This design comes from an exercise in tuning for small area, a short achievable clock period and few clock cycles per item on the open sky130 flow, not from production work.
The RTL was checked by simulation tests, not by an equivalence proof against the original design.
Power figures rest on the tool's default switching activity, not on a simulated workload.

<file path="design/flow/flow/run.sh">
#!/bin/bash
# Standard ORFS layout, with every port buffered by buf_2 instead of the default delay-cell
# buffer, and repair free to resize across cell footprints.
set -euo pipefail
bash standard.sh finish \
  "BUFFER_PORTS_ARGS=-buffer_cell sky130_fd_sc_hd__buf_2" \
  MATCH_CELL_FOOTPRINT=0 > flow_make.log 2>&1
</file>
<file path="design/flow/standard.sh">
#!/bin/bash
# synth_recipe.tcl (not shown) runs the flow's synth.tcl, then flattens the netlist and writes it again
# the make line also repeats each setting of config.mk as NAME=value (left out here)
make -C /OpenROAD-flow-scripts/flow DESIGN_CONFIG=/design/flow/config.mk WORK_HOME=/design/flow/orfs CLKGATE_MAP_FILE= SYNTH_SCRIPT=/design/flow/synth_recipe.tcl "${@:-finish}"
</file>
<file path="design/flow/config.mk">
export PLATFORM = sky130hd
export DESIGN_NAME = pe8_feeder
export DESIGN_NICKNAME = pe8_feeder
export VERILOG_FILES = /design/flow/design.v
export SDC_FILE = /design/flow/constraint.sdc
export NUM_CORES = 4
export LEC_CHECK = 0
export CAP_MARGIN = 20
export CORE_MARGIN = 2
export CORE_UTILIZATION = 30
export CTS_CLUSTER_DIAMETER = 100
export CTS_CLUSTER_SIZE = 30
export SETUP_SLACK_MARGIN = 1.95
export SLEW_MARGIN = 20
</file>
<file path="design/flow/constraint.sdc">
create_clock -name core_clock -period 4.0 [get_ports {clk}]
set_input_delay 0.8000 -clock core_clock [delete_from_list [all_inputs] [get_ports {clk}]]
set_output_delay 0.8000 -clock core_clock [all_outputs]
set_load 0.01 [all_outputs]
</file>
<file path="design/flow/design.v">
module pe8_feeder #(
  parameter int N      = 32,
  parameter int Q      = 19,
  parameter int E8     = 10,
  parameter int PE_LAT = 3
) (
  input  logic            clk,
  input  logic            rst_n,
  input  logic            i_start,
  input  logic [E8-1:0]   i_cfg_en,
  output logic            o_busy,
  input  logic            i_s_valid,
  output logic            o_s_ready,
  input  logic [N-1:0]    i_s_data,
  input  logic [N-1:0]    i_s_weight,
  output logic [14*N-1:0] o_pe_in,
  output logic [14*N-1:0] o_pe_w,
  output logic [E8-1:0]   o_pe_en,
  input  logic [7*N-1:0]  i_pe_res,
  output logic            o_m_valid,
  input  logic            i_m_ready,
  output logic [N-1:0]    o_m_data,
  output logic            o_m_last,
  output logic            o_done
);
  if (Q >= N || PE_LAT < 1) begin : g_param_check
    $error("pe8_feeder: parameters need Q < N and PE_LAT >= 1");
  end
  logic          r_p_v;             
  logic [E8-1:0] r_p_cfg;
  logic          r_l_v;             
  logic [E8-1:0] r_l_cfg;
  logic [3:0]    r_idx;             
  logic          r_s_ready;
  logic          r_b_v;             
  logic [E8-1:0] r_b_cfg;
  logic          r_pe_on;           
  logic [1:0]    r_bc;              
  logic [E8-1:0] r_pe_en;
  logic          r_done;
  logic [N-1:0]  r_sd [14];
  logic [N-1:0]  r_sw [14];
  logic [N-1:0]  r_bd [3];
  logic [N-1:0]  r_bw [3];
  logic [N-1:0]  r_res [7];
  logic [6:0]    r_rv;              
  logic [6:0]    r_rl;              
  logic w_l_full, w_s_hs, w_last_hs, w_start, w_l_take;
  logic w_b_end, w_b_now, w_b_start, w_b_v_nxt, w_pe_on_nxt, w_l_v_nxt;
  logic [3:0] w_idx_nxt;
  logic w_m_hs, w_cap, w_cap_full;
  logic [6:0] w_t, w_rv_sh;
  assign w_l_full  = r_l_cfg[E8-1];
  assign w_s_hs    = i_s_valid & r_s_ready;
  assign w_last_hs = w_s_hs & (r_idx == (w_l_full ? 4'd7 : 4'd13));
  assign w_start   = i_start & ~r_p_v;
  assign w_l_take  = (~r_l_v | w_last_hs) & (r_p_v | w_start);
  assign w_l_v_nxt = w_l_take | (r_l_v & ~w_last_hs);
  assign w_idx_nxt = w_l_take ? 4'd0 : (w_s_hs ? r_idx + 4'd1 : r_idx);
  assign w_b_end   = r_pe_on & (r_bc == 2'd3);
  assign w_b_now   = w_last_hs & ~r_pe_on &
                     (w_l_full ? (r_rv[6:4] == 3'd0) : (r_rv == 7'd0));
  assign w_b_start = r_b_v & ~r_pe_on &
                     (r_b_cfg[E8-1] ? (r_rv[6:4] == 3'd0) : (r_rv == 7'd0));
  assign w_pe_on_nxt = w_b_now | w_b_start | (r_pe_on & ~w_b_end);
  assign w_b_v_nxt   = w_last_hs | (r_b_v & ~w_b_end);
  assign w_s_ready_nxt = w_l_v_nxt & ((w_idx_nxt < 4'd3) | ~w_b_v_nxt |
                                      (w_pe_on_nxt & r_pe_on & (r_bc == 2'd2)));
  always_ff @(posedge clk or negedge rst_n) begin
    if (!rst_n) begin
      r_p_v     <= 1'b0;
      r_l_v     <= 1'b0;
      r_s_ready <= 1'b0;
      r_b_v     <= 1'b0;
      r_pe_on   <= 1'b0;
      r_pe_en   <= {E8{1'b0}};
      r_rv      <= 7'd0;
      r_done    <= 1'b0;
    end else begin
      r_p_v     <= r_p_v ? ~w_l_take : (w_start & ~w_l_take);
      r_l_v     <= w_l_v_nxt;
      r_s_ready <= w_s_ready_nxt;
      r_b_v     <= w_b_v_nxt;
      r_pe_on   <= w_pe_on_nxt;
      r_pe_en   <= w_b_now ? r_l_cfg : (w_pe_on_nxt ? r_b_cfg : {E8{1'b0}});
      r_rv      <= w_cap ? (w_cap_full ? ((r_rv == 7'd0) ? 7'b0000001 : w_rv_sh | 7'b0010000)
                                       : 7'b1111111)
                         : w_rv_sh;
      r_done    <= w_m_hs & r_rl[0];
    end
  end
  always_ff @(posedge clk) begin
    r_idx <= w_idx_nxt;
    r_bc  <= r_pe_on ? r_bc + 2'd1 : 2'd0;
    if (w_start & ~r_p_v & ~w_l_take) r_p_cfg <= i_cfg_en;
    if (w_l_take) r_l_cfg <= r_p_v ? r_p_cfg : i_cfg_en;
    if (w_last_hs) r_b_cfg <= r_l_cfg;
  end
  logic          w_s_ready_nxt, w_l_full_nxt;
  logic [2:0]    r_we_b;            
  logic [13:0]   r_we_s;            
  logic          r_zero;            
  logic [N-1:0]  w_zd, w_zw;
  assign w_l_full_nxt = w_l_take ? (r_p_v ? r_p_cfg[E8-1] : i_cfg_en[E8-1]) : w_l_full;
  assign w_zd = r_zero ? {N{1'b0}} : i_s_data;
  assign w_zw = r_zero ? {N{1'b0}} : i_s_weight;
  always_ff @(posedge clk) begin
    for (int k = 0; k < 3; k++) r_we_b[k] <= w_l_v_nxt & (w_idx_nxt == 4'(k));
    for (int k = 0; k < 3; k++) r_we_s[k] <= w_s_ready_nxt & (w_idx_nxt == 4'd3);
    for (int k = 3; k < 8; k++) r_we_s[k] <= w_s_ready_nxt & (w_idx_nxt == 4'(k));
    for (int k = 8; k < 14; k++)
      r_we_s[k] <= w_s_ready_nxt & ((w_idx_nxt == 4'(k)) | ((w_idx_nxt == 4'd3) & w_l_full_nxt));
    r_zero <= (w_idx_nxt == 4'd3);
  end
  always_ff @(posedge clk) begin
    for (int k = 0; k < 3; k++) begin
      if (r_we_b[k]) begin
        r_bd[k] <= i_s_data;
        r_bw[k] <= i_s_weight;
      end
      if (r_we_s[k]) begin
        r_sd[k] <= r_bd[k];
        r_sw[k] <= r_bw[k];
      end
    end
    for (int k = 3; k < 8; k++) begin
      if (r_we_s[k]) begin
        r_sd[k] <= i_s_data;
        r_sw[k] <= i_s_weight;
      end
    end
    for (int k = 8; k < 14; k++) begin
      if (r_we_s[k]) begin
        r_sd[k] <= w_zd;
        r_sw[k] <= w_zw;
      end
    end
  end
  assign w_m_hs = r_rv[0] & i_m_ready;
  always_comb begin
    w_t[0] = w_m_hs | ~r_rv[0];
    for (int k = 1; k < 7; k++) w_t[k] = w_t[k-1] | ~r_rv[k];
  end
  assign w_rv_sh    = ({1'b0, r_rv[6:1]} & w_t) | (r_rv & ~w_t);
  assign w_cap      = r_pe_on & (r_bc == 2'd3);
  assign w_cap_full = r_b_cfg[E8-1];
  always_ff @(posedge clk) begin
    for (int k = 0; k < 7; k++) begin
      if (w_cap & ~w_cap_full) begin
        r_res[k] <= i_pe_res[k*N +: N];
        r_rl[k]  <= (k == 6);
      end else if (w_cap & w_cap_full & (k == 0) & (r_rv == 7'd0)) begin
        r_res[k] <= i_pe_res[N-1:0];
        r_rl[k]  <= 1'b1;
      end else if (w_cap & w_cap_full & (k == 4) & (r_rv != 7'd0)) begin
        r_res[k] <= i_pe_res[N-1:0];
        r_rl[k]  <= 1'b1;
      end else if (w_t[k] & (k < 6)) begin
        r_res[k] <= r_res[(k < 6) ? k + 1 : k];
        r_rl[k]  <= r_rl[(k < 6) ? k + 1 : k];
      end
    end
  end
  for (genvar k = 0; k < 14; k++) begin : g_slot
    assign o_pe_in[k*N +: N] = r_sd[k];
    assign o_pe_w[k*N +: N]  = r_sw[k];
  end
  assign o_busy    = r_p_v;
  assign o_s_ready = r_s_ready;
  assign o_pe_en   = r_pe_en;
  assign o_m_valid = r_rv[0];
  assign o_m_data  = r_res[0];
  assign o_m_last  = r_rl[0];
  assign o_done    = r_done;
endmodule
</file>
==> results of run 1 <==
-- worst paths after layout --
kind | startpoint | cells past startpoint | slack, ps | to
max in group asynchronous | rst_n | 1 | 3490 | r_s_ready
min reg2reg | r_bw[2][12] | 0 | 390 | r_sw[2][12]
max | r_sw[3][0] | 1 | 1790 | o_pe_w[96]
max reg2reg | r_rv[0] | 7 | 1900 | r_res[0][5]
min | rst_n | 1 | 100 | r_pe_en[4]
min in group core_clock | i_pe_res[207] | 1 | 270 | r_res[6][15]
-- cell type report --
cell class              instances  share of cell area
clock buffers                  68              0.0260
multi-input cells             750              0.0723
repair inverters                2            0.000387
diodes                         11            0.000473
flip-flops and latches       1392               0.713
clock inverters                12             0.00432
repair buffers               1336               0.139
well taps                    2030              0.0437
inverters                       9             0.00103
-- worst register-to-register path, stage by stage, from the launching register on --
cell and delay, ps:
dfrtp_2 420, buf_6 110, nor4_4 40, buf_4 140
and2_4 140, o21ai_4 340, clkbuf_16 300, mux2_2 350
-- cell usage in the layout (no fill, tap or decap), types with 7 or more instances in the layout --
master,n
clkbuf_16,65
buf_4,52
inv_1,7
edfxtp_1,1342
nor2_1,17
nand2_1,477
buf_6,109
diode_2,11
dfrtp_1,17
dfxtp_1,7
o21ai_0,10
mux2_2,39
buf_2,1140
nor2b_1,64
dfxtp_4,16
a22oi_1,28
buf_12,25
clkbuf_1,9
-- logic make-up (layout without fill, tap and decap cells) --
kind of cell / count (synthesis) / count (layout) / synth area share
AOI/OAI and AO/OA: 78 / 78 / 0.0139
muxes: 46 / 46 / 0.0113
other: 0 / 11 / 0
DFF: 1392 / 1392 / 0.909
xor gates and xnor gates: 4 / 4 / 0.000934
and+or+nand+nor: 613 / 619 / 0.0569
adders and majority gates: 3 / 3 / 0.000824
buffers and inverters: 68 / 1427 / 0.00733
-- registers in the layout, summed over array words and instances (netlist names), 2 cells and up, named ones only --
| register | cells |
|---|---|
| r_b_cfg | 10 |
| r_bc | 2 |
| r_bd | 96 |
| r_bw | 96 |
| r_idx | 4 |
| r_l_cfg | 10 |
| r_p_cfg | 10 |
| r_pe_en | 10 |
| r_res | 224 |
| r_rl | 5 |
| r_rv | 6 |
| r_sd | 448 |
| r_sw | 448 |
| r_we_b | 3 |
| r_we_s | 11 |
-- where the power goes --
part / internal, mW / switching (mW) / leakage [nW]
sequential: 20.3 / 2.07 / 13.0
clock: 2.82 / 4.50 / 0.843
combinational: 2.72 / 5.14 / 7.98
-- per-stage QoR --
| stage | cell area, um^2 | hold slack [ps] | utilization |
|---|---|---|---|
| 6_report | 58200 | 96.0 | 0.384 |
| 5_1_grt | 58100 | 82.1 | 0.384 |
| 4_1_cts | 57600 | 53.1 | 0.380 |
| 3_5_place_dp | 54700 | 405 | 0.362 |
| 3_3_place_gp | 54700 | 400 | 0.362 |
| 2_1_floorplan | 45700 | 400 | - |
-- metal layers --
| metal | vias to the layer above | GRT usage | wire length [um] |
|---|---|---|---|
| met5 | - | 0 | 103 |
| met4 | 16 | 0.0539 | 4690 |
| met3 | 202 | 0.0415 | 12500 |
| met2 | 1347 | 0.342 | 80900 |
| met1 | 13200 | 0.218 | 55000 |
| li1 | 10900 | - | - |
-- what timing repair did --
item / CTS / global route
gates cloned: 11 / 6
resized for setup: 220 / 98
setup buffers: 26 / 12
setup endpoints to repair: 1393 / 1188
pin swaps: 13 / 6
==> impl_metrics.env, run 1 <==
export IMPL_critPathCaptureType="output port"
export IMPL_synthesis_nets=2510
export IMPL_grt_overflow_total=0
export IMPL_synth_cell_area_mm2=0.0456
export IMPL_ir_drop_v=0.000526
export IMPL_route_detailed_drc=0
export IMPL_grt_usage=0.187
export IMPL_slowest_delay_ps=510
export IMPL_port_buffers=1245
export IMPL_regArea_mm2=0.0415
export IMPL_wl_per_cell_um=27.3
export IMPL_numCtsBuffers=58
export IMPL_core_mm2=0.151
export IMPL_fin_crit_sh=0.552
export IMPL_synthFlopType="edfxtp_1"
export IMPL_setup_viol=0
export IMPL_cp_top_family="flip-flops"
export IMPL_fp_dieW_um=394
export IMPL_hold_viol=0
export IMPL_ys_ff_latch=1392
export IMPL_p_per_area_mw_per_mm2=646
export IMPL_min_period_ps=2210
export IMPL_pre_cts_ws_ps=1250
export IMPL_netlist_top_cells_count="1342 x edfxtp_1, 489 x nand2_1, 69 x nor2b_1, 41 x mux2_2, 34 x a22oi_1"
export IMPL_synth_area_leaders="edfxtp_1 88%, nand2_1 4.0%, dfrtp_1 1.3%"
export IMPL_vias=25600
export IMPL_grt_pass1_wl_um=203000
export IMPL_ys_seq_area_frac=0.909
export IMPL_tightest_slew_ps=1030
export IMPL_syn_area_per_cell_um2=20.7
export IMPL_die_area_mm2=0.155
export IMPL_worst_path_buf_inv=1
export IMPL_nNetsFinal=3855
export IMPL_vias_per_cell=4.57
export IMPL_clk_latency_ps=720
export IMPL_fin_cells=5610
export IMPL_wirelength_um=153000
export IMPL_setup_slack_ps=1790
export IMPL_total_power_mw=37.6
export IMPL_synth_most_common_cell="edfxtp_1"
export IMPL_h_tree_depth=2
export IMPL_cts_buffer_depth=3
export IMPL_gp_congestion=0.874
export IMPL_dpl_cell_count=5464
export IMPL_cp_data_arrival_time_ps=1410
export IMPL_num_rows=143
export IMPL_die_h_um=394
export IMPL_drtIter0Drc=2468
export IMPL_fill_cells=14000
export IMPL_firstDrtPassIters=5
export IMPL_worst_setup_path_type="reg -> out"
export IMPL_grt_pass1_vias=25100
export IMPL_multi_input_area_mm2=0.00420
export IMPL_cts_tree="done"
export IMPL_synth_yosys_warnings=6
export IMPL_grt_setup_unrepaired="true"
export IMPL_ios=1246
export IMPL_ant_nets=0
export IMPL_tns_ps=0
export IMPL_clkSlewWorstSetupHoldPaths_ps=110
export IMPL_worstHoldPathType="in -> async"
export IMPL_synthArstFlopShare=0.0165
export IMPL_syn_inst=2204
export IMPL_static_leakage_power_nw=21.8
export IMPL_yosysTopAreaCell="edfxtp_1"
export IMPL_status="no timing/DRC/antenna violations"
export IMPL_root_buffer="clkbuf_16"
export IMPL_hpwlAfterDp_um=104000
export IMPL_start_util=0.301
export IMPL_cp_start_kind="register"
export IMPL_synthToLayoutAreaGrowth_pct=27.6
export IMPL_drive_gt1_frac=0.431
export IMPL_critPathSlowestCell="edfxtp_1"
export IMPL_fin_skew_ps=41.0
export IMPL_path_cells="buf_2"
export IMPL_clock_sinks=1392
export IMPL_synth_edf_count=1342
export IMPL_cts_hold_fix_buffers=0
export IMPL_yosysUniqueCellTypes=64
export IMPL_synth_top_cell_area_share=0.884
export IMPL_path_max_fanout=1
export IMPL_cp_required_ps=3200
export IMPL_fmaxAchievable_mhz=453
export IMPL_max_cap_violations=0
export IMPL_maxSlewViolCount=0
export IMPL_maxSlewHeadroom=0.315
export IMPL_grt_start_max_net_pins=82
export IMPL_antenna_found_initial=26
Testbench counts, summed over its fixed seeds: cycles 3,394, jobs 320.
==> inputs of run 2 (changes only) <==
--- a/design/flow/config.mk
+++ b/design/flow/config.mk
@@ -10,5 +10,5 @@
 export CORE_UTILIZATION = 30
 export CTS_CLUSTER_DIAMETER = 100
 export CTS_CLUSTER_SIZE = 30
-export SETUP_SLACK_MARGIN = 1.95
+export SETUP_SLACK_MARGIN = 1.65
 export SLEW_MARGIN = 20
==> run 2 against run 1 <==
Worst hold slack got worse by 3.1 ps. Routed wire length fell by 1.7%. Synthesized area did not move. Count of clock-buffer cells in the layout fell by 2. Utilization fell by 1.1 points. Sequential power barely moved. Sequential cell count did not move. Setup slack got worse by 43 ps. Power fell by 2.7%. Fmax fell by 1.9%. First-iteration DRC count fell by 6.8%. Die area did not move. Critical path type unchanged. Critical endpoint is now o_m_valid. Largest cell class unchanged. Largest power group unchanged.
==> impl_metrics.env, run 2 <==
export IMPL_synth_most_common_cell="edfxtp_1"
export IMPL_static_leakage_power_nw=21.2
export IMPL_syn_area_per_cell_um2=20.7
export IMPL_wirelength_um=151000
export IMPL_ios=1246
export IMPL_grt_start_max_net_pins=202
export IMPL_cts_tree="done"
export IMPL_synth_top_cell_area_share=0.884
export IMPL_core_mm2=0.151
export IMPL_cp_data_arrival_time_ps=1450
export IMPL_fin_crit_sh=0.562
export IMPL_worstHoldPathType="in -> async"
export IMPL_firstDrtPassIters=7
export IMPL_tightest_slew_ps=1280
export IMPL_worst_r2r_setup_slack_ps=1770
export IMPL_port_buffers=1245
export IMPL_hold_viol=0
export IMPL_synthArstFlopShare=0.0165
export IMPL_num_rows=143
export IMPL_netlist_top_cells_count="1342 x edfxtp_1, 489 x nand2_1, 69 x nor2b_1, 41 x mux2_2, 34 x a22oi_1"
export IMPL_numCtsBuffers=56
export IMPL_gp_congestion=0.875
export IMPL_drive_gt1_frac=0.414
export IMPL_min_period_ps=2250
export IMPL_critPathSlowestCell="dfrtp_1"
export IMPL_grt_pass1_wl_um=201000
export IMPL_fp_dieW_um=394
export IMPL_worst_hold_slack_ps=92.9
export IMPL_h_tree_depth=2
export IMPL_fill_cells=14100
export IMPL_worst_path_buf_inv=1
export IMPL_die_area_mm2=0.155
export IMPL_maxSlewViolCount=0
export IMPL_ys_seq_area_frac=0.909
export IMPL_final_area_mm2=0.0565
export IMPL_path_cells="buf_2"
export IMPL_vias=25200
export IMPL_cp_startpoint="r_rv[0]"
export IMPL_grt_overflow_total=0
export IMPL_synthFlopType="edfxtp_1"
export IMPL_tns_ps=0
export IMPL_multi_input_area_mm2=0.00392
export IMPL_clkSlewWorstSetupHoldPaths_ps=120
export IMPL_timing_rr_end="r_p_cfg[6]"
export IMPL_synth_area_leaders="edfxtp_1 88%, nand2_1 4.0%, dfrtp_1 1.3%"
export IMPL_synthToLayoutAreaGrowth_pct=24.1
export IMPL_worst_setup_path_type="reg -> out"
export IMPL_cp_endpoint="o_m_valid"
export IMPL_crit_cells=1
export IMPL_syn_inst=2204
export IMPL_yosysTopAreaCell="edfxtp_1"
export IMPL_max_cap_violations=0
export IMPL_grt_usage=0.186
export IMPL_root_buffer="clkbuf_16"
export IMPL_final_common_cell="edfxtp_1"
export IMPL_nNetsFinal=3808
export IMPL_regToRegStartpoint="r_idx[3]"
export IMPL_hpwlAfterDp_um=108000
export IMPL_place_area_mm2=0.0547
export IMPL_drtIter0Drc=2300
export IMPL_cts_buffer_depth=3
export IMPL_reg_largest_list="r_sd: 448 flops, r_sw: 448 flops, r_res: 224 flops"
export IMPL_die_h_um=394
export IMPL_slowest_delay_ps=480
export IMPL_route_detailed_drc=0
export IMPL_yosysUniqueCellTypes=64
export IMPL_critPathCaptureType="output port"
export IMPL_fmaxAchievable_mhz=445
export IMPL_synth_yosys_warnings=6
export IMPL_utilization=0.373
export IMPL_wl_per_cell_um=27.1
export IMPL_p_per_area_mw_per_mm2=647
export IMPL_grt_setup_unrepaired="false"
export IMPL_cts_hold_fix_buffers=0
export IMPL_maxSlewHeadroom=0.148
export IMPL_synthesis_nets=2510
export IMPL_layout_common_cells="1342 x edfxtp_1, 1245 x buf_2, 485 x nand2_1"
export IMPL_regArea_mm2=0.0415
export IMPL_r2r_cells=4
export IMPL_cp_required_ps=3200
export IMPL_clk_latency_ps=710
export IMPL_vias_per_cell=4.54
export IMPL_ys_ff_latch=1392
export IMPL_setup_viol=0
export IMPL_cp_top_family="flip-flops"
export IMPL_grt_pass1_vias=24500
export IMPL_clock_sinks=1392
export IMPL_ant_nets=0
export IMPL_start_util=0.301
export IMPL_status="no timing/DRC/antenna violations"
export IMPL_fin_skew_ps=31.4
export IMPL_setup_slack_ps=1750
export IMPL_path_max_fanout=4
export IMPL_ir_drop_v=0.000481
export IMPL_synth_cell_area_mm2=0.0456
export IMPL_antenna_found_initial=40
export IMPL_synth_edf_count=1342
export IMPL_pre_cts_ws_ps=1140
export IMPL_cp_start_kind="register"
## run 2: where the power goes
part / leakage [nW] / internal, mW / total, mW / switching, mW
Combinational: 7.41 / 2.22 / 7.15 / 4.92
Clock: 0.815 / 2.77 / 7.17 / 4.40
Sequential: 13.0 / 20.3 / 22.3 / 1.95
## run 2: how the worst min path moves through the flow
| stage | slack (ps) | to | startpoint |
|---|---|---|---|
| after detailed placement | 400 | r_sd[0][20] | r_bd[0][20] |
| after floorplan | 400 | r_sd[0][0] | r_bd[0][0] |
| after CTS | 40 | r_pe_en[5] | rst_n |
| final | 90 | r_pe_en[5] | rst_n |
| after global placement | 400 | r_sw[0][14] | r_bw[0][14] |
| after global routing | 80 | r_pe_en[5] | rst_n |
## run 2: layout make-up
cell class | instances | share of cell area
Multi-Input combinational cell | 744 | 0.0693
Timing Repair Buffer | 1299 | 0.121
Tap cell | 2030 | 0.0449
Antenna cell | 8 | 0.000354
Sequential cell | 1392 | 0.734
Clock buffer | 66 | 0.0258
Clock inverter | 12 | 0.00398
Inverter | 9 | 0.000753
## run 2: logic make-up (layout without fill, tap and decap cells)
| group | count (synthesis) | after routing | share of synthesized area |
|---|---|---|---|
| buf+inv | 68 | 1386 | 0.00733 |
| compound gates | 78 | 78 | 0.0139 |
| simple gates | 613 | 613 | 0.0569 |
| mux | 46 | 46 | 0.0113 |
| other cells | 0 | 8 | 0 |
| xor+xnor | 4 | 4 | 0.000934 |
| fa+ha+maj | 3 | 3 | 0.000824 |
| flops | 1392 | 1392 | 0.909 |
## run 2: timing repair
| action | CTS | global route |
|---|---|---|
| pin swaps | 2 | 1 |
| cloned | 0 | 1 |
| buffers inserted | 7 | 0 |
| endpoints found under the setup margin | 226 | 237 |
| gates resized for setup | 13 | 11 |
## run 2: routing by layer
layer  global-route usage  share of wire  wire length [um]  up-vias
li1                     -              -                 -    10800
met1                0.219           0.37             55400    12900
met2                0.334           0.52             77900     1294
met3               0.0460          0.084             12600      186
met4               0.0550          0.030              4570       24
met5                    0        0.00097               146        -
## run 2: stage by stage
stage	power, mW	std cells
2_1_floorplan	25.0	2204
3_3_place_gp	29.7	5466
3_5_place_dp	29.9	5466
4_1_cts	37.0	5551
5_1_grt	38.0	5553
6_report	36.6	5560
==> inputs of run 3 (changes only) <==
--- a/design/flow/config.mk
+++ b/design/flow/config.mk
@@ -9,6 +9,7 @@
 export CORE_MARGIN = 2
 export CORE_UTILIZATION = 30
 export CTS_CLUSTER_DIAMETER = 100
-export CTS_CLUSTER_SIZE = 30
-export SETUP_SLACK_MARGIN = 1.65
+export CTS_CLUSTER_SIZE = 25
+export PLACE_DENSITY = 0.35
+export SETUP_SLACK_MARGIN = 1.95
 export SLEW_MARGIN = 20
==> run 3 against run 2 <==
Die area is the same. Count of clock-buffer cells in the layout rose by 10. Final area is 5.0% higher. Critical endpoint is now o_pe_w[96]. Clock skew is 1.1 ps lower. Largest cell class unchanged. Synthesized area stayed put. Critical path depth is the same. Fmax is 1.3% higher. Cell count is 0.92% higher. Register-to-register slack better by 220 ps. Critical path type unchanged. Via count rose by 3.2%. Power up 6.7%.
==> impl_metrics.env, run 3 <==
export IMPL_drtIter0Drc=2414
export IMPL_cp_start_kind="register"
export IMPL_port_buffers=1245
export IMPL_grt_setup_unrepaired="true"
export IMPL_route_detailed_drc=0
export IMPL_clk_latency_ps=690
export IMPL_setup_slack_ps=1780
export IMPL_synth_area_leaders="edfxtp_1 88%, nand2_1 4.0%, dfrtp_1 1.3%"
export IMPL_syn_inst=2204
export IMPL_vias_per_cell=4.64
export IMPL_h_tree_depth=3
export IMPL_grt_overflow_total=0
export IMPL_synth_cell_area_mm2=0.0456
export IMPL_p_per_area_mw_per_mm2=658
export IMPL_cp_top_family="flip-flops"
export IMPL_grt_usage=0.236
export IMPL_fmaxAchievable_mhz=451
export IMPL_drive_gt1_frac=0.428
export IMPL_syn_area_per_cell_um2=20.7
export IMPL_ios=1246
export IMPL_cp_data_arrival_time_ps=1420
export IMPL_die_area_mm2=0.155
export IMPL_grt_pass1_wl_um=248000
export IMPL_min_period_ps=2220
export IMPL_numCtsBuffers=67
export IMPL_regToRegStartpoint="r_zero"
export IMPL_fp_dieW_um=394
export IMPL_fin_skew_ps=30.4
export IMPL_num_rows=143
export IMPL_pre_cts_ws_ps=1160
export IMPL_r2r_cells=2
export IMPL_start_util=0.301
export IMPL_layout_common_cells="1342 x edfxtp_1, 918 x buf_2, 484 x nand2_1"
export IMPL_grt_start_max_net_pins=89
export IMPL_fin_crit_sh=0.555
export IMPL_synthArstFlopShare=0.0165
export IMPL_ys_ff_latch=1392
export IMPL_crit_cells=1
export IMPL_wirelength_um=189000
export IMPL_ir_drop_v=0.000316
export IMPL_tns_ps=0
export IMPL_clkSlewWorstSetupHoldPaths_ps=110
export IMPL_synth_edf_count=1342
export IMPL_root_buffer="clkbuf_16"
export IMPL_worstHoldPathType="in -> async"
export IMPL_wl_per_cell_um=33.7
export IMPL_gp_congestion=0.858
export IMPL_setup_viol=0
export IMPL_core_mm2=0.151
export IMPL_hold_viol=0
export IMPL_cp_required_ps=3200
export IMPL_timing_rr_end="r_sw[12][27]"
export IMPL_synthesis_nets=2510
export IMPL_antenna_found_initial=77
export IMPL_final_area_mm2=0.0593
export IMPL_firstDrtPassIters=5
export IMPL_synthFlopType="edfxtp_1"
export IMPL_worst_path_buf_inv=1
export IMPL_worst_r2r_setup_slack_ps=1990
export IMPL_tightest_slew_ps=1250
export IMPL_clock_sinks=1392
export IMPL_slowest_delay_ps=540
export IMPL_worst_setup_path_type="reg -> out"
export IMPL_critPathSlowestCell="edfxtp_1"
export IMPL_netlist_top_cells_count="1342 x edfxtp_1, 489 x nand2_1, 69 x nor2b_1, 41 x mux2_2, 34 x a22oi_1"
export IMPL_static_leakage_power_nw=22.2
export IMPL_reg_largest_list="r_sd: 448 flops, r_sw: 448 flops, r_res: 224 flops"
export IMPL_max_cap_violations=0
export IMPL_grt_pass1_vias=25900
export IMPL_ant_nets=0
export IMPL_final_common_cell="edfxtp_1"
export IMPL_maxSlewHeadroom=0.164
export IMPL_place_area_mm2=0.0546
export IMPL_maxSlewViolCount=0
export IMPL_path_max_fanout=1
export IMPL_ys_seq_area_frac=0.909
export IMPL_die_h_um=394
export IMPL_cts_tree="done"
export IMPL_yosysTopAreaCell="edfxtp_1"
export IMPL_synth_top_cell_area_share=0.884
export IMPL_cp_startpoint="r_sw[3][0]"
export IMPL_critPathCaptureType="output port"
export IMPL_yosysUniqueCellTypes=64
export IMPL_synthToLayoutAreaGrowth_pct=30.2
export IMPL_synth_yosys_warnings=6
export IMPL_status="no timing/DRC/antenna violations"
export IMPL_path_cells="buf_6"
export IMPL_cts_buffer_depth=3
export IMPL_vias=26000
export IMPL_hpwlAfterDp_um=137000
export IMPL_synth_most_common_cell="edfxtp_1"
export IMPL_worst_hold_slack_ps=120
export IMPL_nNetsFinal=3851
run 3: cell counts after synthesis:
No cell type changed its count.
run 3: how the worst max path moves through the flow:
stage                   end
3_3_place_gp   r_res[4][12]
4_1_cts        r_res[5][12]
3_5_place_dp   r_res[4][12]
2_1_floorplan    r_sd[0][0]
5_1_grt          o_pe_w[96]
6_report         o_pe_w[96]
run 3: report_power, final:
group          switching, mW  internal, mW
registers               2.14          20.4
logic                   5.56          3.03
clock network           4.64          3.31
run 3: logic make-up after synthesis:
logic type / count (synthesis) / synth area share
AOI/OAI and AO/OA: 78 / 0.0139
xor gates and xnor gates: 4 / 0.000934
buffers and inverters: 68 / 0.00733
and+or+nand+nor: 613 / 0.0569
adders and majority gates: 3 / 0.000824
DFF: 1392 / 0.909
muxes: 46 / 0.0113
run 3: what timing repair did:
action	4_1_cts	5_1_grt
pin swaps	6	11
hold buffers	0	0
setup endpoints to repair	1402	1032
gates cloned	5	5
buffers inserted	15	19
gates resized for setup	778	122
run 3: layout make-up:
| type | instances | area [um^2] |
|---|---|---|
| inverter | 9 | 41.3 |
| timing repair buffer | 1327 | 9220 |
| antenna | 15 | 37.5 |
| tap | 2030 | 2540 |
| multi-input combinational | 748 | 4110 |
| clock inverter | 14 | 150 |
| sequential | 1392 | 41500 |
| clock buffer | 76 | 1750 |
| fill | 14200 | 92000 |
run 3: metrics by stage:
| stage | std cells | util | total power, mW |
|---|---|---|---|
| floorplan | 2204 | - | 24.9 |
| finish | 5611 | 0.392 | 39.0 |
| detailed placement | 5462 | 0.361 | 30.5 |
| global route | 5600 | 0.392 | 40.6 |
| global placement | 5461 | 0.360 | 30.4 |
| CTS | 5572 | 0.387 | 39.4 |
run 3: metal layers:
layer,vias up,track usage,routed length (um)
li1,10900,-,-
met1,13800,0.286,73100
met4,50,0.0552,4440
met5,-,0,299
met3,226,0.0573,12800
met2,1076,0.423,98600
==> inputs of run 4 (changes only) <==
--- a/design/flow/config.mk
+++ b/design/flow/config.mk
@@ -10,6 +10,5 @@
 export CORE_UTILIZATION = 30
 export CTS_CLUSTER_DIAMETER = 100
 export CTS_CLUSTER_SIZE = 25
-export PLACE_DENSITY = 0.35
 export SETUP_SLACK_MARGIN = 1.95
 export SLEW_MARGIN = 20
==> run 4 against run 3 <==
Still clean on timing, DRC and antenna. Worst hold slack got worse by 37 ps. Setup slack improved by 29 ps. Sequential cell count unchanged. Sequential share of layout area increased by 1.0 points. Cell count increased by 0.12%. Clock power about the same. Global-route usage decreased by 4.8 points. Count of clock-buffer cells in the layout decreased by 2. Via count decreased by 0.13%. Critical path depth unchanged. Critical endpoint unchanged.
==> impl_metrics.env, run 4 <==
export IMPL_status="no timing/DRC/antenna violations"
export IMPL_grt_overflow_total=0
export IMPL_synthToLayoutAreaGrowth_pct=28.4
export IMPL_cp_start_kind="register"
export IMPL_antenna_found_initial=22
export IMPL_cp_data_arrival_time_ps=1390
export IMPL_final_common_cell="edfxtp_1"
export IMPL_firstDrtPassIters=7
export IMPL_grt_usage=0.189
export IMPL_ys_ff_latch=1392
export IMPL_maxSlewViolCount=0
export IMPL_clk_latency_ps=690
export IMPL_path_max_fanout=1
export IMPL_static_leakage_power_nw=22.0
export IMPL_reg_largest_list="r_sd: 448 flops, r_sw: 448 flops, r_res: 224 flops"
export IMPL_start_util=0.301
export IMPL_synth_top_cell_area_share=0.884
export IMPL_fin_cells=5618
export IMPL_ir_drop_v=0.000422
export IMPL_cts_tree="done"
export IMPL_drtIter0Drc=2352
export IMPL_critPathCaptureType="output port"
export IMPL_cp_startpoint="r_sw[3][0]"
export IMPL_worst_setup_path_type="reg -> out"
export IMPL_path_cells="buf_2"
export IMPL_place_area_mm2=0.0547
export IMPL_yosysUniqueCellTypes=64
export IMPL_min_period_ps=2190
export IMPL_ys_seq_area_frac=0.909
export IMPL_wl_per_cell_um=27.7
export IMPL_layout_common_cells="1342 x edfxtp_1, 1139 x buf_2, 485 x nand2_1"
export IMPL_total_power_mw=38.2
export IMPL_numCtsBuffers=70
export IMPL_tightest_slew_ps=1000
export IMPL_cts_hold_fix_buffers=0
export IMPL_cts_buffer_depth=3
export IMPL_wirelength_um=156000
export IMPL_p_per_area_mw_per_mm2=654
export IMPL_drive_gt1_frac=0.429
export IMPL_netlist_top_cells_count="1342 x edfxtp_1, 489 x nand2_1, 69 x nor2b_1, 41 x mux2_2, 34 x a22oi_1"
export IMPL_synth_yosys_warnings=6
export IMPL_die_h_um=394
export IMPL_synth_most_common_cell="edfxtp_1"
export IMPL_synthArstFlopShare=0.0165
export IMPL_pre_cts_ws_ps=1250
export IMPL_worst_r2r_setup_slack_ps=1940
export IMPL_syn_inst=2204
export IMPL_synth_edf_count=1342
export IMPL_dpl_cell_count=5464
export IMPL_cp_required_ps=3200
export IMPL_fin_skew_ps=43.6
export IMPL_grt_pass1_vias=25200
export IMPL_cp_top_family="flip-flops"
export IMPL_utilization=0.386
export IMPL_critPathSlowestCell="edfxtp_1"
export IMPL_setup_viol=0
export IMPL_port_buffers=1245
export IMPL_ios=1246
export IMPL_die_area_mm2=0.155
export IMPL_tns_ps=0
export IMPL_ant_nets=0
export IMPL_vias_per_cell=4.63
export IMPL_num_rows=143
export IMPL_grt_setup_unrepaired="true"
export IMPL_synth_area_leaders="edfxtp_1 88%, nand2_1 4.0%, dfrtp_1 1.3%"
export IMPL_worst_hold_slack_ps=82.7
export IMPL_hpwlAfterDp_um=104000
export IMPL_grt_start_max_net_pins=82
export IMPL_synthFlopType="edfxtp_1"
export IMPL_worst_path_buf_inv=1
export IMPL_grt_pass1_wl_um=204000
export IMPL_root_buffer="clkbuf_16"
export IMPL_fin_crit_sh=0.548
export IMPL_yosysTopAreaCell="edfxtp_1"
export IMPL_max_cap_violations=0
export IMPL_gp_congestion=0.874
export IMPL_nNetsFinal=3870
export IMPL_synth_cell_area_mm2=0.0456
export IMPL_worstHoldPathType="in -> async"
export IMPL_regToRegStartpoint="r_rv[0]"
export IMPL_core_mm2=0.151
export IMPL_fmaxAchievable_mhz=456
export IMPL_fp_dieW_um=394
export IMPL_hold_viol=0
export IMPL_final_area_mm2=0.0585
export IMPL_maxSlewHeadroom=0.332
export IMPL_synthesis_nets=2510
export IMPL_clock_sinks=1392
export IMPL_setup_slack_ps=1810
export IMPL_slowest_delay_ps=500
export IMPL_syn_area_per_cell_um2=20.7
export IMPL_clkSlewWorstSetupHoldPaths_ps=100
export IMPL_route_detailed_drc=0
export IMPL_vias=26000
export IMPL_h_tree_depth=3
[run 4: changes by cell type in the layout (fill, tap and decap cells not counted), sizes merged, moves of 3 or more]
cell / before / now
diode: 15 / 7
buf: 1323 / 1328
nand2: 489 / 494
clkbuf: 80 / 83
clkinv: 8 / 11
[run 4: cells by family after synthesis]
group                    share of synthesized area
flip-flops                                   0.909
AND/OR/NAND/NOR                             0.0569
AO/OA/AOI/OAI                               0.0139
buffers and inverters                      0.00733
multiplexers                                0.0113
XOR/XNOR                                  0.000934
adder cells (fa/ha/maj)                   0.000824
[run 4: final cells by class]
| class | count | area (um^2) |
|---|---|---|
| Timing Repair inverter | 2 | 22.5 |
| Timing Repair Buffer | 1337 | 8190 |
| Sequential cell | 1392 | 41500 |
| Clock buffer | 74 | 1770 |
| Clock inverter | 15 | 272 |
| Fill cell | 14000 | 92900 |
| Multi-Input combinational cell | 752 | 4140 |
| Inverter | 9 | 60.1 |
| Tap cell | 2030 | 2540 |
| Antenna cell | 7 | 17.5 |
[run 4: power by group]
part | switching [mW] | internal (mW)
Combinational | 5.16 | 2.72
Clock | 4.66 | 3.31
Sequential | 2.05 | 20.3
Total | 11.9 | 26.4
[run 4: worst paths after layout]
| check | cells past startpoint | end |
|---|---|---|
| max | 1 | o_pe_w[96] |
| min | 1 | r_pe_en[7] |
| max reg2reg | 7 | r_res[0][31] |
| min reg2reg | 0 | r_sd[1][24] |
| max in group asynchronous | 1 | r_rv[5] |
| min in group core_clock | 1 | r_res[6][10] |
[run 4: timing repair]
action | CTS | global route
pin swaps | 13 | 8
setup buffers | 24 | 12
cloned | 10 | 12
resized for setup | 215 | 81
hold endpoints to repair | 0 | 0
setup endpoints to repair | 1358 | 1122
[run 4: routing by layer]
layer | global-route usage | vias to the layer above | wire (um)
met3 | 0.0432 | 208 | 12900
li1 | - | 11000 | -
met1 | 0.219 | 13300 | 55700
met2 | 0.345 | 1518 | 82300
met5 | 0 | - | 77
met4 | 0.0565 | 14 | 4420
==> inputs of run 5 (changes only) <==
==> design/flow/flow/run.sh (replaced) <==
#!/bin/bash
# Standard ORFS layout, with every port buffered by buf_1 instead of the default delay-cell
# buffer, and repair free to resize across cell footprints.
set -euo pipefail
bash standard.sh finish \
  "BUFFER_PORTS_ARGS=-buffer_cell sky130_fd_sc_hd__buf_1" \
  MATCH_CELL_FOOTPRINT=0 > flow_make.log 2>&1
==> run 5 against run 4 <==
Critical path type unchanged. Still clean on timing, DRC and antenna. Combinational power fell by 2%. Synthesized cell count did not move. Clock skew rose by 9.8 ps. Cell count rose by 0.68%. Clock power rose by 2.5%. Sequential share of layout area rose by 0.48 points.
==> impl_metrics.env, run 5 <==
export IMPL_max_cap_violations=0
export IMPL_clock_sinks=1392
export IMPL_worstHoldPathType="in -> async"
export IMPL_nNetsFinal=3904
export IMPL_synth_cell_area_mm2=0.0456
export IMPL_num_rows=143
export IMPL_static_leakage_power_nw=21.3
export IMPL_route_detailed_drc=0
export IMPL_pwr_share_clk=0.214
export IMPL_cts_buffer_depth=3
export IMPL_path_max_fanout=1
export IMPL_fill_cells=14000
export IMPL_synth_edf_count=1342
export IMPL_synth_compound_area_frac=0.0139
export IMPL_grt_start_max_net_pins=69
export IMPL_synth_xor_area_frac=0.000934
export IMPL_syn_inst=2204
export IMPL_yosysUniqueCellTypes=64
export IMPL_vias_per_cell=4.59
export IMPL_seq_power_share=0.584
export IMPL_cts_tree="done"
export IMPL_ys_seq_area_frac=0.909
export IMPL_fmaxAchievable_mhz=451
export IMPL_synthToLayoutAreaGrowth_pct=27.5
export IMPL_hold_viol=0
export IMPL_p_int_mw=26.4
export IMPL_grt_setup_unrepaired="true"
export IMPL_fin_skew_ps=53.5
export IMPL_maxSlewHeadroom=0.226
export IMPL_core_mm2=0.151
export IMPL_layout_common_cells="1342 x edfxtp_1, 679 x clkbuf_2, 485 x nand2_1"
export IMPL_power_switching_mw=11.8
export IMPL_worst_path_buf_inv=1
export IMPL_grt_usage=0.185
export IMPL_worst_hold_slack_ps=104
export IMPL_tns_ps=0
export IMPL_synthArstFlopShare=0.0165
export IMPL_gp_congestion=0.884
export IMPL_cp_top_family="flip-flops"
export IMPL_grt_pass1_wl_um=200000
export IMPL_synth_top_family_by_area="simple AND/OR/NAND/NOR gates"
export IMPL_critPathCaptureType="output port"
export IMPL_min_period_ps=2220
export IMPL_fin_crit_sh=0.555
export IMPL_synth_simple_area_share=0.0569
export IMPL_combPwrFrac=0.202
export IMPL_p_per_area_mw_per_mm2=656
export IMPL_wl_per_cell_um=26.8
export IMPL_setup_viol=0
export IMPL_die_h_um=394
export IMPL_cp_start_kind="register"
export IMPL_synth_most_common_cell="edfxtp_1"
export IMPL_ios=1246
export IMPL_synthAdderAreaFrac=0.000824
export IMPL_reg_largest_list="r_sd: 448 flops, r_sw: 448 flops, r_res: 224 flops"
export IMPL_status="no timing/DRC/antenna violations"
export IMPL_drive_gt1_frac=0.337
export IMPL_dpl_cell_count=5494
export IMPL_root_buffer="clkbuf_16"
export IMPL_final_common_cell="edfxtp_1"
export IMPL_cp_required_ps=3200
export IMPL_synth_mux_area_frac=0.0113
export IMPL_numCtsBuffers=70
export IMPL_synthFlopType="edfxtp_1"
export IMPL_syn_area_per_cell_um2=20.7
export IMPL_h_tree_depth=3
export IMPL_port_buffers=1245
export IMPL_synth_yosys_warnings=6
export IMPL_clkSlewWorstSetupHoldPaths_ps=100
export IMPL_fin_cells=5656
export IMPL_fp_dieW_um=394
export IMPL_ir_drop_v=0.000419
export IMPL_drtIter0Drc=2484
export IMPL_ys_ff_latch=1392
export IMPL_firstDrtPassIters=8
export IMPL_yosysTopAreaCell="edfxtp_1"
export IMPL_grt_pass1_vias=25200
export IMPL_die_area_mm2=0.155
export IMPL_netlist_top_cells_count="1342 x edfxtp_1, 489 x nand2_1, 69 x nor2b_1, 41 x mux2_2, 34 x a22oi_1"
export IMPL_cts_hold_fix_buffers=0
export IMPL_clk_latency_ps=710
export IMPL_cp_data_arrival_time_ps=1420
export IMPL_ant_nets=0
export IMPL_synth_top_cell_area_share=0.884
export IMPL_maxSlewViolCount=0
export IMPL_vias=26000
export IMPL_antenna_found_initial=19
export IMPL_slowest_delay_ps=540
export IMPL_critPathSlowestCell="edfxtp_1"
export IMPL_grt_overflow_total=0
export IMPL_synth_area_leaders="edfxtp_1 88%, nand2_1 4.0%, dfrtp_1 1.3%"
export IMPL_start_util=0.301
export IMPL_wirelength_um=151000
export IMPL_power_switching_share=0.309
export IMPL_hpwlAfterDp_um=102000
export IMPL_tightest_slew_ps=1160
export IMPL_worst_setup_path_type="reg -> out"
export IMPL_synthesis_nets=2510
export IMPL_path_cells="buf_1"
-- run 5: metrics by stage --
stage / instance area (um^2) / total power, mW / utilization / setup slack (ps)
2_1_floorplan: 45700 / 24.9 / - / 1570
3_3_place_gp: 53300 / 29.2 / 0.352 / 1380
3_5_place_dp: 53300 / 29.3 / 0.352 / 1340
4_1_cts: 57300 / 38.2 / 0.379 / 1700
5_1_grt: 58100 / 39.5 / 0.384 / 1690
6_report: 58100 / 38.1 / 0.384 / 1780
-- run 5: repair_timing --
item | 4_1_cts | 5_1_grt
pin swaps | 13 | 5
resized for setup | 1070 | 262
endpoints found under the setup margin | 1372 | 1122
setup buffers | 23 | 19
cloned | 10 | 10
-- run 5: worst paths after layout --
check	startpoint	end	slack (ps)	cells past startpoint
setup / recovery	r_sw[8][30]	o_pe_w[286]	1780	1
min in group core_clock	i_pe_res[210]	r_res[6][18]	270	1
setup reg to reg	r_b_cfg[9]	r_res[0][9]	1960	5
hold reg to reg	r_bd[2][25]	r_sd[2][25]	390	0
max in group asynchronous	rst_n	r_p_v	3590	2
hold / removal	rst_n	r_done	100	2
-- run 5: per-layer routing --
| metal | track usage | vias up | routed length (um) |
|---|---|---|---|
| met2 | 0.330 | 1498 | 79200 |
| li1 | - | 11000 | - |
| met5 | 0 | - | 57 |
| met4 | 0.0644 | 8 | 5150 |
| met1 | 0.218 | 13200 | 53900 |
| met3 | 0.0424 | 218 | 13100 |
-- run 5: logic make-up after synthesis --
logic type | count (synthesis)
buf+inv | 68
simple gates | 613
xor+xnor | 4
compound gates | 78
mux | 46
flops | 1392
fa+ha+maj | 3
-- run 5: layout make-up --
class,count,area [um^2],share of cell area
tap,2030,2540,0.0437
antenna,8,20.0,0.000345
multi-input combinational,753,4160,0.0716
sequential,1392,41500,0.714
timing repair inverter,1,11.3,0.000194
clock buffer,77,1800,0.0310
inverter,9,63.8,0.00110
clock inverter,15,358,0.00616
timing repair buffer,1371,7670,0.132
-- run 5: power groups by stage --
stage | logic [mW] | registers (mW) | clock network (mW)
after floorplan | 1.55 | 23.4 | 0
after global placement | 6.60 | 22.6 | 0
after detailed placement | 6.70 | 22.6 | 0
after CTS | 7.50 | 22.3 | 8.36
after global routing | 8.15 | 22.6 | 8.81
final | 7.71 | 22.3 | 8.17
==> inputs of run 6 (changes only) <==
--- a/design/flow/design.v
+++ b/design/flow/design.v
@@ -83,7 +83,7 @@
       r_b_v     <= w_b_v_nxt;
       r_pe_on   <= w_pe_on_nxt;
       r_pe_en   <= w_b_now ? r_l_cfg : (w_pe_on_nxt ? r_b_cfg : {E8{1'b0}});
-      r_rv      <= w_cap ? (w_cap_full ? ((r_rv == 7'd0) ? 7'b0000001 : w_rv_sh | 7'b0010000)
+      r_rv      <= w_cap ? (w_cap_full ? (r_cap_lo ? 7'b0000001 : w_rv_sh | 7'b0010000)
                                        : 7'b1111111)
                          : w_rv_sh;
       r_done    <= w_m_hs & r_rl[0];
@@ -136,29 +136,49 @@
       end
     end
   end
+  logic r_cap;                      
+  logic r_cap_lo;                   
+  logic [N-1:0] w_res4;
   assign w_m_hs = r_rv[0] & i_m_ready;
   always_comb begin
     w_t[0] = w_m_hs | ~r_rv[0];
     for (int k = 1; k < 7; k++) w_t[k] = w_t[k-1] | ~r_rv[k];
   end
   assign w_rv_sh    = ({1'b0, r_rv[6:1]} & w_t) | (r_rv & ~w_t);
-  assign w_cap      = r_pe_on & (r_bc == 2'd3);
+  assign w_cap      = r_cap;
   assign w_cap_full = r_b_cfg[E8-1];
+  assign w_res4     = w_cap_full ? i_pe_res[N-1:0] : i_pe_res[4*N +: N];
+  always_ff @(posedge clk or negedge rst_n) begin
+    if (!rst_n) begin
+      r_cap    <= 1'b0;
+      r_cap_lo <= 1'b0;
+    end else begin
+      r_cap    <= r_pe_on & (r_bc == 2'd2);
+      r_cap_lo <= r_pe_on & (r_bc == 2'd2) & (~r_b_cfg[E8-1] | (w_rv_sh == 7'd0));
+    end
+  end
   always_ff @(posedge clk) begin
-    for (int k = 0; k < 7; k++) begin
-      if (w_cap & ~w_cap_full) begin
+    for (int k = 0; k < 4; k++) begin
+      if (r_cap_lo) begin
         r_res[k] <= i_pe_res[k*N +: N];
-        r_rl[k]  <= (k == 6);
-      end else if (w_cap & w_cap_full & (k == 0) & (r_rv == 7'd0)) begin
-        r_res[k] <= i_pe_res[N-1:0];
-        r_rl[k]  <= 1'b1;
-      end else if (w_cap & w_cap_full & (k == 4) & (r_rv != 7'd0)) begin
-        r_res[k] <= i_pe_res[N-1:0];
-        r_rl[k]  <= 1'b1;
-      end else if (w_t[k] & (k < 6)) begin
-        r_res[k] <= r_res[(k < 6) ? k + 1 : k];
-        r_rl[k]  <= r_rl[(k < 6) ? k + 1 : k];
+        r_rl[k]  <= (k == 0) & w_cap_full;
+      end else if (w_t[k]) begin
+        r_res[k] <= r_res[k+1];
+        r_rl[k]  <= r_rl[k+1];
       end
+    end
+    for (int k = 4; k < 6; k++) begin
+      if (r_cap) begin
+        r_res[k] <= (k == 4) ? w_res4 : i_pe_res[k*N +: N];
+        r_rl[k]  <= (k == 4) & w_cap_full;
+      end else if (w_t[k]) begin
+        r_res[k] <= r_res[k+1];
+        r_rl[k]  <= r_rl[k+1];
+      end
+    end
+    if (r_cap) begin
+      r_res[6] <= i_pe_res[6*N +: N];
+      r_rl[6]  <= 1'b1;
     end
   end
   for (genvar k = 0; k < 14; k++) begin : g_slot
==> design/flow/flow/run.sh (replaced) <==
#!/bin/bash
# Standard ORFS layout, with every port buffered by buf_2 instead of the default delay-cell
# buffer, and repair free to resize across cell footprints.
set -euo pipefail
bash standard.sh finish \
  "BUFFER_PORTS_ARGS=-buffer_cell sky130_fd_sc_hd__buf_2" \
  MATCH_CELL_FOOTPRINT=0 > flow_make.log 2>&1
==> run 6 against run 5 <==
Still clean on timing, DRC and antenna. Cell count decreased by 5.7%. Utilization is 0.12 points lower. Critical path depth unchanged. Routed wire length grew 1.6%. Synthesized area barely moved. Critical endpoint is now o_pe_w[97].
==> impl_metrics.env, run 6 <==
export IMPL_vias=24400
export IMPL_die_area_mm2=0.155
export IMPL_synthesis_nets=2247
export IMPL_cts_hold_fix_buffers=0
export IMPL_dpl_cell_count=5211
export IMPL_synthFlopType="edfxtp_1"
export IMPL_clk_latency_ps=700
export IMPL_status="no timing/DRC/antenna violations"
export IMPL_syn_area_per_cell_um2=23.5
export IMPL_num_rows=143
export IMPL_antenna_found_initial=47
export IMPL_ant_nets=0
export IMPL_synth_yosys_warnings=6
export IMPL_worst_path_buf_inv=1
export IMPL_fin_cells=5335
export IMPL_hpwlAfterDp_um=113000
export IMPL_min_period_ps=2340
export IMPL_maxSlewViolCount=0
export IMPL_synth_area_leaders="edfxtp_1 89%, mux2_2 4.3%, dfrtp_1 1.4%"
export IMPL_syn_inst=1941
export IMPL_path_max_fanout=1
export IMPL_critPathSlowestCell="edfxtp_1"
export IMPL_cp_startpoint="r_sw[3][1]"
export IMPL_slowest_delay_ps=620
export IMPL_synth_edf_count=1344
export IMPL_vias_per_cell=4.57
export IMPL_root_buffer="clkbuf_16"
export IMPL_gp_congestion=0.907
export IMPL_grt_pass1_vias=23000
export IMPL_multi_input_area_mm2=0.00399
export IMPL_tns_ps=0
export IMPL_start_util=0.301
export IMPL_yosysTopAreaCell="edfxtp_1"
export IMPL_regToRegStartpoint="r_zero"
export IMPL_cts_buffer_depth=3
export IMPL_synth_top_cell_area_share=0.886
export IMPL_final_common_cell="edfxtp_1"
export IMPL_grt_setup_unrepaired="true"
export IMPL_reg_largest_list="r_sd: 448 flops, r_sw: 448 flops, r_res: 224 flops"
export IMPL_clock_sinks=1394
export IMPL_yosysUniqueCellTypes=50
export IMPL_clkSlewWorstSetupHoldPaths_ps=100
export IMPL_ios=1246
export IMPL_grt_pass1_wl_um=202000
export IMPL_die_h_um=394
export IMPL_ys_ff_latch=1394
export IMPL_critPathCaptureType="output port"
export IMPL_cts_tree="done"
export IMPL_synth_most_common_cell="edfxtp_1"
export IMPL_grt_usage=0.190
export IMPL_cp_data_arrival_time_ps=1540
export IMPL_core_mm2=0.151
export IMPL_ys_seq_area_frac=0.910
export IMPL_synthArstFlopShare=0.0179
export IMPL_h_tree_depth=3
export IMPL_layout_common_cells="1344 x edfxtp_1, 1093 x buf_2, 172 x mux2_2"
export IMPL_cp_start_kind="register"
export IMPL_timing_rr_end="r_sw[12][6]"
export IMPL_fill_cells=13900
export IMPL_route_detailed_drc=0
export IMPL_netlist_top_cells_count="1344 x edfxtp_1, 172 x mux2_2, 68 x nor2b_1, 52 x nor2_1, 41 x a21oi_1"
export IMPL_grt_overflow_total=0
export IMPL_port_buffers=1245
export IMPL_nNetsFinal=3575
export IMPL_synth_cell_area_mm2=0.0456
export IMPL_cp_top_family="flip-flops"
export IMPL_p_per_area_mw_per_mm2=682
export IMPL_setup_slack_ps=1660
export IMPL_grt_start_max_net_pins=129
export IMPL_r2r_cells=1
export IMPL_max_cap_violations=0
export IMPL_cp_endpoint="o_pe_w[97]"
export IMPL_crit_cells=1
export IMPL_drtIter0Drc=2718
export IMPL_fmaxAchievable_mhz=428
export IMPL_maxSlewHeadroom=0.253
export IMPL_hold_viol=0
export IMPL_static_leakage_power_nw=21.1
export IMPL_numCtsBuffers=69
export IMPL_synthToLayoutAreaGrowth_pct=27.1
export IMPL_ir_drop_v=0.000399
export IMPL_firstDrtPassIters=7
export IMPL_fp_dieW_um=394
export IMPL_fin_skew_ps=54.2
export IMPL_pre_cts_ws_ps=1370
export IMPL_fin_crit_sh=0.585
export IMPL_cp_required_ps=3200
export IMPL_path_cells="buf_2"
export IMPL_drive_gt1_frac=0.489
export IMPL_tightest_slew_ps=1120
export IMPL_wl_per_cell_um=28.9
export IMPL_worst_r2r_setup_slack_ps=1920
export IMPL_worst_setup_path_type="reg -> out"
export IMPL_setup_viol=0
export IMPL_worstHoldPathType="in -> async"
export IMPL_regArea_mm2=0.0416
export IMPL_wirelength_um=154000
[run 6: cell types whose count changed after synthesis, sizes merged, moves of 7 or more]
cell,delta
nand2,-448
mux2,+130
a21oi,+36
nor2,+35
mux2i,+29
a22oi,-28
buf,-21
o21ai,+8
clkbuf,+7
[run 6: logic make-up (layout without fill, tap and decap cells)]
kind of cell	Yosys count	count (layout)	synth area share
flops	1394	1394	0.910
simple gates	207	207	0.0242
mux	205	205	0.0498
compound gates	76	77	0.00961
buf+inv	53	1401	0.00464
fa+ha+maj	3	3	0.000824
xor+xnor	3	3	0.000577
other cells	0	15	0
[run 6: area by class of cell]
type / instances / share of cell area
Sequential cell: 1394 / 0.718
Clock buffer: 78 / 0.0308
Inverter: 8 / 0.000518
Multi-Input combinational cell: 495 / 0.0689
Clock inverter: 14 / 0.00475
Tap cell: 2030 / 0.0439
Timing Repair Buffer: 1301 / 0.133
Antenna cell: 15 / 0.000648
[run 6: per-stage QoR]
stage,instance area [um^2],hold slack [ps],utilization,total power [mW]
detailed placement,54600,405,0.361,31.4
CTS,57600,65.0,0.381,39.8
finish,57900,107,0.383,39.5
global placement,54600,400,0.361,31.3
floorplan,45600,400,-,25.9
global route,57900,119,0.383,40.9
[run 6: layer usage]
metal | part of all wire | GRT usage | wire length, um | up-vias
met4 | 0.026 | 0.0527 | 4080 | 36
met3 | 0.083 | 0.0441 | 12700 | 185
met2 | 0.53 | 0.342 | 81100 | 1272
met1 | 0.36 | 0.227 | 55800 | 12700
met5 | 0.0014 | 0 | 216 | -
li1 | - | - | - | 10200
[run 6: power by group]
part	internal [mW]	switching (mW)	leakage, nW
clock network	3.33	4.66	0.991
registers	20.9	2.39	13.0
logic	3.12	5.15	7.09
[run 6: worst min-delay path by stage]
stage           startpoint          end  slack, ps  depth (start not counted)
6_report             rst_n   r_pe_en[7]        110                          1
5_1_grt              rst_n   r_pe_en[7]        120                          1
4_1_cts              rst_n   r_pe_en[7]         60                          1
3_5_place_dp   r_bd[0][10]  r_sd[0][10]        400                          0
3_3_place_gp   r_bw[1][11]  r_sw[1][11]        400                          0
2_1_floorplan   r_bd[0][0]   r_sd[0][0]        400                          0
[run 6: what timing repair did]
item / CTS / global route
cloned: 1 / 0
endpoints found under the setup margin: 971 / 988
buffers inserted: 8 / 8
resized for setup: 332 / 50
pin swaps: 2 / 4
Testbench counts of run 6, summed over its fixed seeds: cycles 3,394, jobs 320.
==> inputs of run 7 (changes only) <==
==> design/flow/flow/run.sh (replaced) <==
#!/bin/bash
# Standard ORFS layout with three changes: the pins of each data bit share a stretch of the die
# edge (flow/io.tcl, run just before pin placement), every port is buffered by buf_2 instead of
# the default delay-cell buffer, and repair may resize across cell footprints.
set -euo pipefail
bash standard.sh finish \
  "PRE_IO_PLACEMENT_TCL=$PWD/flow/io.tcl" \
  "BUFFER_PORTS_ARGS=-buffer_cell sky130_fd_sc_hd__buf_2" \
  "PLACE_PINS_ARGS=-min_distance 1 -min_distance_in_tracks" \
  MATCH_CELL_FOOTPRINT=0 > flow_make.log 2>&1
==> design/flow/flow/io.tcl (new file) <==
# Pin regions: the pins of each data bit b (i_s_data/i_s_weight[b], o_pe_in/o_pe_w[32*s+b],
# i_pe_res[32*w+b], o_m_data[b]) share one stretch of the die edge, so the registers of that
# bit sit next to their pins. The control pins get a stretch of their own.
set block [ord::get_db_block]
set dbu [[ord::get_db_tech] getDbUnitsPerMicron]
set die [$block getDieArea]
set W [expr {([$die xMax] - [$die xMin]) / double($dbu)}]
set H [expr {([$die yMax] - [$die yMin]) / double($dbu)}]

proc esc {name idx} { return "$name\[$idx\]" }

set groups {}
for {set b 0} {$b < 32} {incr b} {
  set pins {}
  lappend pins [esc i_s_data $b] [esc i_s_weight $b] [esc o_m_data $b]
  for {set s 0} {$s < 14} {incr s} {
    lappend pins [esc o_pe_in [expr {32 * $s + $b}]] [esc o_pe_w [expr {32 * $s + $b}]]
  }
  for {set w 0} {$w < 7} {incr w} { lappend pins [esc i_pe_res [expr {32 * $w + $b}]] }
  lappend groups $pins
}
set ctl {clk rst_n i_start o_busy i_s_valid o_s_ready o_m_valid i_m_ready o_m_last o_done}
for {set i 0} {$i < 10} {incr i} { lappend ctl [esc i_cfg_en $i] [esc o_pe_en $i] }
# control pins in the middle of the sequence, so they sit mid-way along an edge
set order [concat [lrange $groups 0 15] [list $ctl] [lrange $groups 16 31]]

# walk the edges: bottom (left to right), right (bottom to top), top (right to left), left (top to
# bottom); the vertical-layer pins of the bottom and top edges pack closer, so those edges take more
set counts {10 6 10 7}
set margin 4.0
set i 0
for {set side 0} {$side < 4} {incr side} {
  set cnt [lindex $counts $side]
  if {$side == 0 || $side == 2} { set len $W } else { set len $H }
  set step [expr {($len - 2 * $margin) / $cnt}]
  for {set k 0} {$k < $cnt} {incr k} {
    set pins [lindex $order $i]
    set a [expr {$margin + $k * $step}]
    set e [expr {$a + $step}]
    switch $side {
      0 { set reg "bottom:[format %.2f $a]-[format %.2f $e]" }
      1 { set reg "right:[format %.2f $a]-[format %.2f $e]" }
      2 { set reg "top:[format %.2f [expr {$len - $e}]]-[format %.2f [expr {$len - $a}]]" }
      3 { set reg "left:[format %.2f [expr {$len - $e}]]-[format %.2f [expr {$len - $a}]]" }
    }
    set_io_pin_constraint -region $reg -pin_names $pins
    incr i
  }
}
--- a/design/flow/config.mk
+++ b/design/flow/config.mk
@@ -6,9 +6,10 @@
 export NUM_CORES = 4
 export LEC_CHECK = 0
 export CAP_MARGIN = 20
-export CORE_MARGIN = 2
-export CORE_UTILIZATION = 30
+export CORE_AREA = 5 5 315 315
 export CTS_CLUSTER_DIAMETER = 100
 export CTS_CLUSTER_SIZE = 25
+export DIE_AREA = 0 0 320 320
+export PLACE_DENSITY = 0.65
 export SETUP_SLACK_MARGIN = 1.95
 export SLEW_MARGIN = 20
==> run 7 against run 6 <==
Final area decreased by 2.5%. Global-route usage increased by 6.2 points. Routed wire length decreased by 12%. Via count increased by 2.2%. Register-to-register slack improved by 80 ps. Combinational power decreased by 7.1%. Sequential cell count unchanged. Sequential share of layout area increased by 1.8 points. Highest routed layer unchanged.
==> impl_metrics.env, run 7 <==
export IMPL_status="no timing/DRC/antenna violations"
export IMPL_wl_per_cell_um=29.3
export IMPL_ant_nets=0
export IMPL_clkSlewWorstSetupHoldPaths_ps=100
export IMPL_cp_start_kind="register"
export IMPL_hpwlAfterDp_um=97800
export IMPL_tightest_slew_ps=1130
export IMPL_slowest_delay_ps=480
export IMPL_numCtsBuffers=66
export IMPL_die_area_mm2=0.102
export IMPL_cts_hold_fix_buffers=0
export IMPL_maxSlewHeadroom=0.246
export IMPL_regToRegStartpoint="r_l_cfg[9]"
export IMPL_critPathCaptureType="output port"
export IMPL_final_common_cell="edfxtp_1"
export IMPL_r2r_cells=5
export IMPL_synthFlopType="edfxtp_1"
export IMPL_cp_data_arrival_time_ps=1340
export IMPL_ys_seq_area_frac=0.910
export IMPL_start_util=0.479
export IMPL_hold_viol=0
export IMPL_cp_startpoint="o_m_last"
export IMPL_max_cap_violations=0
export IMPL_die_h_um=320
export IMPL_clock_sinks=1394
export IMPL_ys_ff_latch=1394
export IMPL_syn_area_per_cell_um2=23.5
export IMPL_worst_setup_path_type="reg -> out"
export IMPL_synthToLayoutAreaGrowth_pct=23.9
export IMPL_path_max_fanout=2
export IMPL_port_buffers=1245
export IMPL_cp_top_family="flip-flops"
export IMPL_total_power_mw=38.3
export IMPL_yosysTopAreaCell="edfxtp_1"
export IMPL_reg_largest_list="r_sd: 448 flops, r_sw: 448 flops, r_res: 224 flops"
export IMPL_core_mm2=0.0952
export IMPL_synth_cell_area_mm2=0.0456
export IMPL_synth_edf_count=1344
export IMPL_worst_path_buf_inv=1
export IMPL_worst_r2r_setup_slack_ps=2000
export IMPL_min_period_ps=2140
export IMPL_dpl_cell_count=4435
export IMPL_drive_gt1_frac=0.484
export IMPL_fmaxAchievable_mhz=468
export IMPL_path_cells="buf_6"
export IMPL_gp_congestion=0.907
export IMPL_worstHoldPathType="in -> async"
export IMPL_netlist_top_cells_count="1344 x edfxtp_1, 172 x mux2_2, 68 x nor2b_1, 52 x nor2_1, 41 x a21oi_1"
export IMPL_antenna_found_initial=88
export IMPL_timing_rr_end="r_we_s[10]"
export IMPL_p_per_area_mw_per_mm2=678
export IMPL_maxSlewViolCount=0
export IMPL_yosysUniqueCellTypes=50
export IMPL_layout_common_cells="1344 x edfxtp_1, 1142 x buf_2, 172 x mux2_2"
export IMPL_setup_viol=0
export IMPL_fin_skew_ps=33.7
export IMPL_grt_usage=0.252
export IMPL_num_rows=113
export IMPL_synthesis_nets=2247
export IMPL_vias=24900
export IMPL_ir_drop_v=0.000463
export IMPL_cp_required_ps=3200
export IMPL_tns_ps=0
export IMPL_synth_top_cell_area_share=0.886
export IMPL_static_leakage_power_nw=20.8
export IMPL_drtIter0Drc=2476
export IMPL_clk_latency_ps=670
export IMPL_synth_yosys_warnings=6
export IMPL_cp_endpoint="o_m_last"
export IMPL_grt_start_max_net_pins=67
export IMPL_route_detailed_drc=0
export IMPL_ios=1246
export IMPL_cts_buffer_depth=3
export IMPL_cts_tree="done"
export IMPL_synth_most_common_cell="edfxtp_1"
export IMPL_grt_pass1_vias=25100
export IMPL_grt_pass1_wl_um=186000
export IMPL_fin_cells=4609
export IMPL_nNetsFinal=3560
export IMPL_synthArstFlopShare=0.0179
export IMPL_root_buffer="clkbuf_16"
export IMPL_wirelength_um=135000
export IMPL_fp_dieW_um=320
export IMPL_fin_crit_sh=0.534
export IMPL_synth_area_leaders="edfxtp_1 89%, mux2_2 4.3%, dfrtp_1 1.4%"
export IMPL_firstDrtPassIters=5
export IMPL_syn_inst=1941
export IMPL_h_tree_depth=3
export IMPL_crit_cells=1
export IMPL_grt_overflow_total=0
export IMPL_vias_per_cell=5.41
export IMPL_grt_setup_unrepaired="true"
export IMPL_critPathSlowestCell="edfxtp_1"
-- run 7: cell count changes in the layout (fill, tap and decap cells not counted), moves of 4 or more --
cell	change
diode_2	+54
clkbuf_1	+4
buf_2	+49
buf_12	-4
buf_6	-47
buf_4	-10
clkinv_16	-4
-- run 7: how the worst min path moves through the flow --
stage,startpoint,endpoint,slack [ps],depth (start not counted)
3_3_place_gp,r_bd[1][28],r_sd[1][28],400,0
4_1_cts,rst_n,r_done,110,1
3_5_place_dp,r_bd[0][0],r_sd[0][0],400,0
2_1_floorplan,r_bd[0][0],r_sd[0][0],400,0
5_1_grt,rst_n,r_pe_en[3],150,1
6_report,rst_n,r_pe_en[2],150,1
-- run 7: per-layer routing --
| layer | global-route usage | share of wire |
|---|---|---|
| met3 | 0.0779 | 0.091 |
| met5 | 0 | 0.0015 |
| met2 | 0.427 | 0.51 |
| met1 | 0.295 | 0.35 |
| met4 | 0.123 | 0.048 |
-- run 7: kinds of logic after synthesis --
kind of cell	share of synthesized area
xor gates and xnor gates	0.000577
AOI/OAI and AO/OA	0.00961
muxes	0.0498
DFF	0.910
adders and majority gates	0.000824
buffers and inverters	0.00464
and+or+nand+nor	0.0242
-- run 7: report_power, final --
| part | internal, mW | switching (mW) |
|---|---|---|
| clock | 3.22 | 4.31 |
| combinational | 2.93 | 4.74 |
| sequential | 20.9 | 2.21 |
| total | 27.0 | 11.3 |
-- run 7: per-stage QoR --
step	hold WS, ps	util	worst slack [ps]	cell area [um^2]
floorplan	400	-	1350	45600
global placement	401	0.563	1380	53500
detailed placement	405	0.563	1360	53500
CTS	112	0.587	1690	55900
global route	150	0.593	1820	56400
finish	148	0.593	1860	56500
-- run 7: layout make-up --
type	instances	area, um^2
repair buffers	1289	7260
flip-flops and latches	1394	41600
clock buffers	80	1750
well taps	1265	1580
multi-input cells	495	3990
fillers	6912	38700
inverters	8	30.0
diodes	69	173
clock inverters	9	128
-- run 7: timing repair --
item	4_1_cts	5_1_grt
pin swaps	1	4
resized for setup	140	91
setup buffers	4	11
endpoints found under the setup margin	371	483
gates cloned	1	0

afterwards: timing with drivers on the ports:
In the flow no input, the clock included, has a driving cell. The finished layouts below were timed again as built, in two steps.
Step 1 assumes that a clkbuf_16 drives the clock port and a buf_2 every other input.
Step 2 also shifts input and output timing later by t, the mid clock arrival at the registers, as if the neighbouring blocks saw the same clock.
Slacks: ideal / step 1 / step 2; pairs: ideal / step 1.
run | shift t [ns] | setup slack, ns
run 1 | 0.762 | 1.794 / 1.722 / 1.662
run 2 | 0.760 | 1.750 / 1.679 / 1.314
run 3 | 0.754 | 1.780 / 1.698 / 1.435
run 4 | 0.756 | 1.809 / 1.728 / 1.672
run 5 | 0.754 | 1.782 / 1.708 / 1.533
run 6 | 0.738 | 1.661 / 1.601 / 1.542
run 7 | 0.723 | 1.864 / 1.793 / 1.492
After both steps setup and hold are still met in every run listed.
